Source: an optimization exercise on an open RTL-to-GDS flow (aim: small area, a short achievable clock period and few clock cycles per item). Production flows keep margins and buffers that such runs may drop. Only simulation tests tie the RTL to the original design; equivalence was not proved. Power is estimated from default activity; no workload was simulated.

==> flow/design.v (excerpt) <==
module sparcPipe (
    input  wire logic                Clk,
    input  wire logic                rstN,
    input  wire logic                instValid,
    input  wire sparcPkg::instWord_t instIn,
    input  wire sparcPkg::dataWord_t operandA,
    input  wire sparcPkg::dataWord_t operandB,
    input  wire logic                resCredit,
    output logic                     instCredit,
    output logic                     resValid,
    output sparcPkg::result_t        resOut
);
export LEC_CHECK = 0
export ABC_AREA = 1
export CAP_MARGIN = 20
export CORE_MARGIN = 2
export CORE_UTILIZATION = 45
export SETUP_SLACK_MARGIN = 2.6
export SLEW_MARGIN = 20
export TNS_END_PERCENT = 5
create_clock -name core_clock -period 5.5 [get_ports {Clk}]
standard.sh (not shown) runs the stock make flow with config.mk's settings and CLKGATE_MAP_FILE= SYNTH_SCRIPT=/design/flow/synth_recipe.tcl, a recipe that flattens the netlist after the stock synthesis.
==> flow/flow/run.sh <==
#!/bin/bash
# The standard layout (standard.sh) with two changes:
#  - synthesis maps the logic with ABC script flow/abc_map.script (through flow/synth_abc.tcl,
#    which wraps synth_recipe.tcl; the registers are mapped before ABC, as in the standard flow);
#  - the port buffers are buf_2 cells instead of the default choice. Every port is still
#    buffered.
# The make output goes to standard_flow.log; each ORFS step keeps its own log under orfs/logs/.
set -euo pipefail
export FLOW_WORK_DIR="$PWD"
export FLOW_ABC_SCRIPT="$PWD/flow/abc_map.script"
export BUFFER_PORTS_ARGS="-buffer_cell sky130_fd_sc_hd__buf_2"
sed "s#SYNTH_SCRIPT=[^ ]*#SYNTH_SCRIPT=$PWD/flow/synth_abc.tcl#" standard.sh > flow_standard.sh
grep -q "SYNTH_SCRIPT=$PWD/flow/synth_abc.tcl" flow_standard.sh
bash flow_standard.sh > standard_flow.log 2>&1
==> flow/flow/abc_map.script <==
strash
&get -n
&st
&syn2
&dch -f
&nf -p -R 0
&put
buffer -c
topo
stime -c
upsize -c
dnsize -c
==> flow/flow/synth_abc.tcl <==
# The standard flow's synthesis script (synth_recipe.tcl, read from the work folder) with one change:
# ABC maps the logic with flow/abc_map.script instead of ORFS's abc_speed or abc_area script.
# Flip-flops are mapped before ABC runs, so the registers are those of the standard synthesis.
proc abc {args} {
  set i [lsearch -exact $args -script]
  if {$i >= 0} {
    lset args [expr {$i + 1}] $::env(FLOW_ABC_SCRIPT)
  }
  yosys abc {*}$args
}
source $::env(FLOW_WORK_DIR)/synth_recipe.tcl
The first run went through all stages and came out clean.
Testbench counts at the start, summed over its fixed seeds: cycles 3,216, items 3,200.
Edit:
==> flow/flow/run.sh (replaced) <==
#!/bin/bash
# The standard layout (standard.sh), with the port buffers made buf_2 cells instead of the
# default choice. Every port is still buffered. The make output goes to standard_flow.log;
# each ORFS step keeps its own log under orfs/logs/.
set -euo pipefail
export BUFFER_PORTS_ARGS="-buffer_cell sky130_fd_sc_hd__buf_2"
bash standard.sh > standard_flow.log 2>&1
removed: flow/flow/abc_map.script
removed: flow/flow/synth_abc.tcl
Effect: The new run went through all stages and came out clean; first-iteration DRC count goes up by 68%; global-route usage went up by 6.1 points; setup slack gains 0.20 ns; sequential share of layout area shrinks by 2.4 points.
Edit:
==> flow/flow/run.sh (replaced) <==
#!/bin/bash
# The standard layout (standard.sh) with two changes:
#  - synthesis skips Yosys's extract_fa step and maps the logic with ABC script
#    flow/abc_map.script (through flow/synth_abc.tcl, which wraps synth_recipe.tcl; the
#    registers are mapped before ABC, as in the standard flow);
#  - the port buffers are buf_2 cells instead of the default choice. Every port is still
#    buffered.
# The make output goes to standard_flow.log; each ORFS step keeps its own log under orfs/logs/.
set -euo pipefail
export FLOW_WORK_DIR="$PWD"
export FLOW_ABC_SCRIPT="$PWD/flow/abc_map.script"
export BUFFER_PORTS_ARGS="-buffer_cell sky130_fd_sc_hd__buf_2"
sed "s#SYNTH_SCRIPT=[^ ]*#SYNTH_SCRIPT=$PWD/flow/synth_abc.tcl#" standard.sh > flow_standard.sh
grep -q "SYNTH_SCRIPT=$PWD/flow/synth_abc.tcl" flow_standard.sh
bash flow_standard.sh > standard_flow.log 2>&1
==> flow/flow/abc_map.script (new file) <==
strash
&get -n
&st
&syn2
&dch -f
&nf -p -R 0
&put
buffer -c
topo
stime -c
upsize -c
dnsize -c
==> flow/flow/synth_abc.tcl (new file) <==
# The standard flow's synthesis script (synth_recipe.tcl, read from the work folder) with two changes:
#  - Yosys's extract_fa step is skipped, so no half- or full-adder cells are extracted and ABC
#    maps all the logic itself;
#  - ABC maps the logic with flow/abc_map.script instead of ORFS's abc_speed or abc_area script.
# Flip-flops are mapped before ABC runs, so the registers are those of the standard synthesis.
proc extract_fa {args} {
  puts "extract_fa skipped by flow/synth_abc.tcl"
}
proc abc {args} {
  set i [lsearch -exact $args -script]
  if {$i >= 0} {
    lset args [expr {$i + 1}] $::env(FLOW_ABC_SCRIPT)
  }
  yosys abc {*}$args
}
source $::env(FLOW_WORK_DIR)/synth_recipe.tcl
- CORE_UTILIZATION: 45 -> 50
- SETUP_SLACK_MARGIN: 2.6 -> 2.7
Effect:
- first-iteration DRC count goes down by 27%
- die area goes down by about 18%
- routed wire length goes down by about 20%
- power goes down by 5.5%
- cell area goes down by 6.2%
Edit:
- CORE_UTILIZATION: 50 -> 45
- CTS_BUF_LIST: default -> sky130_fd_sc_hd__clkbuf_8
What happened: Hold slack gets better by 0.0070 ns. Sequential share of layout area goes up by 0.47 points. Setup slack improved by 0.015 ns.
Edit:
- CTS_BUF_LIST: sky130_fd_sc_hd__clkbuf_8 -> sky130_fd_sc_hd__clkbuf_4 sky130_fd_sc_hd__clkbuf_8 sky130_fd_sc_hd__clkbuf_16
What happened: The new run passed the timing, design-rule and antenna checks; non-clock buffer count increases by 2; count of clock-buffer cells in the layout does not change; setup slack gains 0.012 ns; clock power increases by well over a third.

sparcPipe again, from the RTL that the note above started with.
==> flow/config.mk <==
export PLATFORM = sky130hd
export DESIGN_NAME = sparcPipe
export DESIGN_NICKNAME = sparcPipe
export VERILOG_FILES = /design/flow/design.v
export SDC_FILE = /design/flow/constraint.sdc
export NUM_CORES = 4
export LEC_CHECK = 0
export ABC_AREA = 1
export CAP_MARGIN = 20
export CORE_MARGIN = 2
export CORE_UTILIZATION = 45
export SETUP_SLACK_MARGIN = 2.6
export SLEW_MARGIN = 20
==> flow/constraint.sdc <==
create_clock -name core_clock -period 5.5 [get_ports {Clk}]
set_input_delay 1.1000 -clock core_clock [delete_from_list [all_inputs] [get_ports {Clk}]]
set_output_delay 1.1000 -clock core_clock [all_outputs]
set_load 0.01 [all_outputs]
run.sh (not shown) runs the stock make flow with config.mk's settings and CLKGATE_MAP_FILE= SYNTH_SCRIPT=/design/flow/synth_recipe.tcl, a recipe that flattens the netlist after the stock synthesis.
Stock flow here: none of the scripts above is used.
Testbench counts at the start, summed over its fixed seeds: cycles 3,216, items 3,200.
Edit:
==> flow/flow/run.sh (new file) <==
#!/bin/bash
# The standard layout (standard.sh) with two changes:
#  - synthesis skips Yosys's extract_fa step and maps the logic with ABC script
#    flow/abc_map.script (through flow/synth_abc.tcl, which wraps synth_recipe.tcl; the
#    registers are mapped before ABC, as in the standard flow);
#  - the port buffers are buf_2 cells instead of the default choice. Every port is still
#    buffered.
# The make output goes to standard_flow.log; each ORFS step keeps its own log under orfs/logs/.
set -euo pipefail
export FLOW_WORK_DIR="$PWD"
export FLOW_ABC_SCRIPT="$PWD/flow/abc_map.script"
export BUFFER_PORTS_ARGS="-buffer_cell sky130_fd_sc_hd__buf_2"
sed "s#SYNTH_SCRIPT=[^ ]*#SYNTH_SCRIPT=$PWD/flow/synth_abc.tcl#" standard.sh > flow_standard.sh
grep -q "SYNTH_SCRIPT=$PWD/flow/synth_abc.tcl" flow_standard.sh
bash flow_standard.sh > standard_flow.log 2>&1
==> flow/flow/abc_map.script (new file) <==
strash
&get -n
&st
&syn2
&dch -f
&nf -p -R 0
&put
buffer -c
topo
stime -c
upsize -c
dnsize -c
==> flow/flow/synth_abc.tcl (new file) <==
# The standard flow's synthesis script (synth_recipe.tcl, read from the work folder) with two changes:
#  - Yosys's extract_fa step is skipped, so no half- or full-adder cells are extracted and ABC
#    maps all the logic itself;
#  - ABC maps the logic with flow/abc_map.script instead of ORFS's abc_speed or abc_area script.
# Flip-flops are mapped before ABC runs, so the registers are those of the standard synthesis.
proc extract_fa {args} {
  puts "extract_fa skipped by flow/synth_abc.tcl"
}
proc abc {args} {
  set i [lsearch -exact $args -script]
  if {$i >= 0} {
    lset args [expr {$i + 1}] $::env(FLOW_ABC_SCRIPT)
  }
  yosys abc {*}$args
}
source $::env(FLOW_WORK_DIR)/synth_recipe.tcl
==> flow/standard.sh (new file) <==
#!/bin/bash
# synth_recipe.tcl (not shown) runs the flow's synth.tcl, then flattens the netlist and writes it again
# the make line also repeats each setting of config.mk as NAME=value (left out here)
make -C /OpenROAD-flow-scripts/flow DESIGN_CONFIG=/design/flow/config.mk WORK_HOME=/design/flow/orfs CLKGATE_MAP_FILE= SYNTH_SCRIPT=/design/flow/synth_recipe.tcl "${@:-finish}"
Settings changed: GPL_ROUTABILITY_DRIVEN from default to 0, TNS_END_PERCENT from default to 5.
removed: flow/run.sh
Effect: Synthesized cell count is lower by 27%. Wire length drops by 26%. Clock power is lower by about 10%. Worst setup slack got worse by 0.052 ns. Total power decreases by about 11%. Cell area decreases by about 14%. Utilization shrinks by 2.6 points.
Edit:
Settings changed: CTS_BUF_LIST from default to sky130_fd_sc_hd__clkbuf_8, GPL_ROUTABILITY_DRIVEN 0 to default, SETUP_SLACK_MARGIN 2.6 to 2.8.
=> Combinational power grows by about 4%; hold slack stays flat; routed wire length rose by 5.6%; sequential share of layout area falls by 0.80 points.
Edit:
==> flow/flow/run.sh (replaced) <==
#!/bin/bash
# The standard layout (standard.sh), with the port buffers made buf_1 cells instead of the
# default choice. Every port is still buffered. The make output goes to standard_flow.log;
# each ORFS step keeps its own log under orfs/logs/.
set -euo pipefail
export BUFFER_PORTS_ARGS="-buffer_cell sky130_fd_sc_hd__buf_1"
bash standard.sh > standard_flow.log 2>&1
Settings changed: CTS_BUF_LIST sky130_fd_sc_hd__clkbuf_8 to default, SETUP_SLACK_MARGIN 2.8 to 2.6.
removed: flow/flow/abc_map.script
removed: flow/flow/synth_abc.tcl
Effect: Routed wire length rose by about a fifth; final cell count grows by a quarter to a third; design area is higher by a few percent; register-to-register slack is better by 0.09 ns; non-clock buffer count went down by 17; synthesized area grows by roughly a tenth; core utilization went down by 2.4 points; sequential power decreases by a few percent; sequential cell count stays the same; synthesized cell count climbs by well over a third; count of clock-buffer cells in the layout goes up by 1.
Edit:
==> flow/flow/run.sh (replaced) <==
#!/bin/bash
# The standard layout (standard.sh) with two changes:
#  - synthesis skips Yosys's extract_fa step and maps the logic with ABC script
#    flow/abc_map.script (through flow/synth_abc.tcl, which wraps synth_recipe.tcl; the
#    registers are mapped before ABC, as in the standard flow);
#  - the port buffers are buf_2 cells instead of the default choice. Every port is still
#    buffered.
# The make output goes to standard_flow.log; each ORFS step keeps its own log under orfs/logs/.
set -euo pipefail
export FLOW_WORK_DIR="$PWD"
export FLOW_ABC_SCRIPT="$PWD/flow/abc_map.script"
export BUFFER_PORTS_ARGS="-buffer_cell sky130_fd_sc_hd__buf_2"
sed "s#SYNTH_SCRIPT=[^ ]*#SYNTH_SCRIPT=$PWD/flow/synth_abc.tcl#" standard.sh > flow_standard.sh
grep -q "SYNTH_SCRIPT=$PWD/flow/synth_abc.tcl" flow_standard.sh
bash flow_standard.sh > standard_flow.log 2>&1
==> flow/flow/abc_map.script (new file) <==
strash
&get -n
&st
&syn2
&dch -f
&nf -p -R 0
&put
buffer -c
topo
stime -c
upsize -c
dnsize -c
==> flow/flow/synth_abc.tcl (new file) <==
# The standard flow's synthesis script (synth_recipe.tcl, read from the work folder) with two changes:
#  - Yosys's extract_fa step is skipped, so no half- or full-adder cells are extracted and ABC
#    maps all the logic itself;
#  - ABC maps the logic with flow/abc_map.script instead of ORFS's abc_speed or abc_area script.
# Flip-flops are mapped before ABC runs, so the registers are those of the standard synthesis.
proc extract_fa {args} {
  puts "extract_fa skipped by flow/synth_abc.tcl"
}
proc abc {args} {
  set i [lsearch -exact $args -script]
  if {$i >= 0} {
    lset args [expr {$i + 1}] $::env(FLOW_ABC_SCRIPT)
  }
  yosys abc {*}$args
}
source $::env(FLOW_WORK_DIR)/synth_recipe.tcl
Settings changed: SETUP_SLACK_MARGIN 2.6 to 2.7.
What happened: Setup slack stays flat. Non-clock buffer count came out higher by 10. Total power came out lower by a few percent.
Edit:
==> flow/flow/run.sh (replaced) <==
#!/bin/bash
# The standard layout (standard.sh), with the port buffers made buf_2 cells instead of the
# default choice. Every port is still buffered. The make output goes to standard_flow.log;
# each ORFS step keeps its own log under orfs/logs/.
set -euo pipefail
export BUFFER_PORTS_ARGS="-buffer_cell sky130_fd_sc_hd__buf_2"
bash standard.sh > standard_flow.log 2>&1
Settings changed: CTS_BUF_LIST from default to sky130_fd_sc_hd__clkbuf_8, CTS_CLUSTER_SIZE from default to 30, SETUP_SLACK_MARGIN 2.7 to 2.6.
removed: flow/flow/abc_map.script
removed: flow/flow/synth_abc.tcl
After rerunning: Area after synthesis grows by 11%. Flip-flop and latch count is unchanged. Total power shrinks by 0.45%. Utilization shrinks by 3.2 points. Setup slack degrades by 0.039 ns. Clock skew grows by 0.0040 ns. Hold slack improves by 0.013 ns. First-iteration DRC count grows by 74%. Routed wire length grows by 24%.

[re-timing with driven ports]
Ports are ideal in the flow. The routed layouts listed here were re-timed in OpenROAD.
Step 1, drivers: a clkbuf_16 drives Clk and a buf_2 each remaining input, both assumed.
Step 2 adds t to the input delays and takes it off the output delays; t is the mean of the earliest and latest rising clock arrival at the registers after step 1. Input paths then give back, and output paths get back, about the clock's delay inside the block.
Slacks: no drivers / after step 1 / after step 2; pairs: no drivers / after step 1.
run	t (ns)	setup WS [ns]	hold slack, ns	slew at the worst register clock pin (ns)
the first run of note 1	0.469	2.508 / 2.508 / 2.304	0.422 / 0.422 / 0.422	0.07 / 0.07
the second run of note 1	0.460	2.707 / 2.707 / 2.267	0.425 / 0.425 / 0.425	0.07 / 0.07
the third run of note 1	0.470	2.644 / 2.647 / 2.200	0.415 / 0.415 / 0.415	0.06 / 0.06
the fourth run of note 1	0.489	2.658 / 2.658 / 2.335	0.422 / 0.422 / 0.422	0.09 / 0.09
the fifth run of note 1	0.465	2.670 / 2.670 / 2.278	0.418 / 0.418 / 0.418	0.06 / 0.06
the first run of note 2	0.474	2.634 / 2.634 / 2.224	0.422 / 0.422 / 0.422	0.07 / 0.07
the second run of note 2	0.457	2.582 / 2.582 / 2.206	0.417 / 0.417 / 0.417	0.06 / 0.06
the third run of note 2	0.493	2.635 / 2.635 / 2.196	0.418 / 0.418 / 0.418	0.09 / 0.09
the fourth run of note 2	0.471	2.669 / 2.695 / 2.224	0.426 / 0.426 / 0.426	0.07 / 0.07
the fifth run of note 2	0.465	2.670 / 2.670 / 2.278	0.418 / 0.418 / 0.418	0.06 / 0.06
the sixth run of note 2	0.485	2.631 / 2.631 / 2.169	0.431 / 0.431 / 0.431	0.10 / 0.10
After both steps setup and hold are still met in every run listed. For the sixth run of note 2, which loses most, drivers alone change the setup slack by 0.000 ns; drivers and shift together by -0.462 ns.
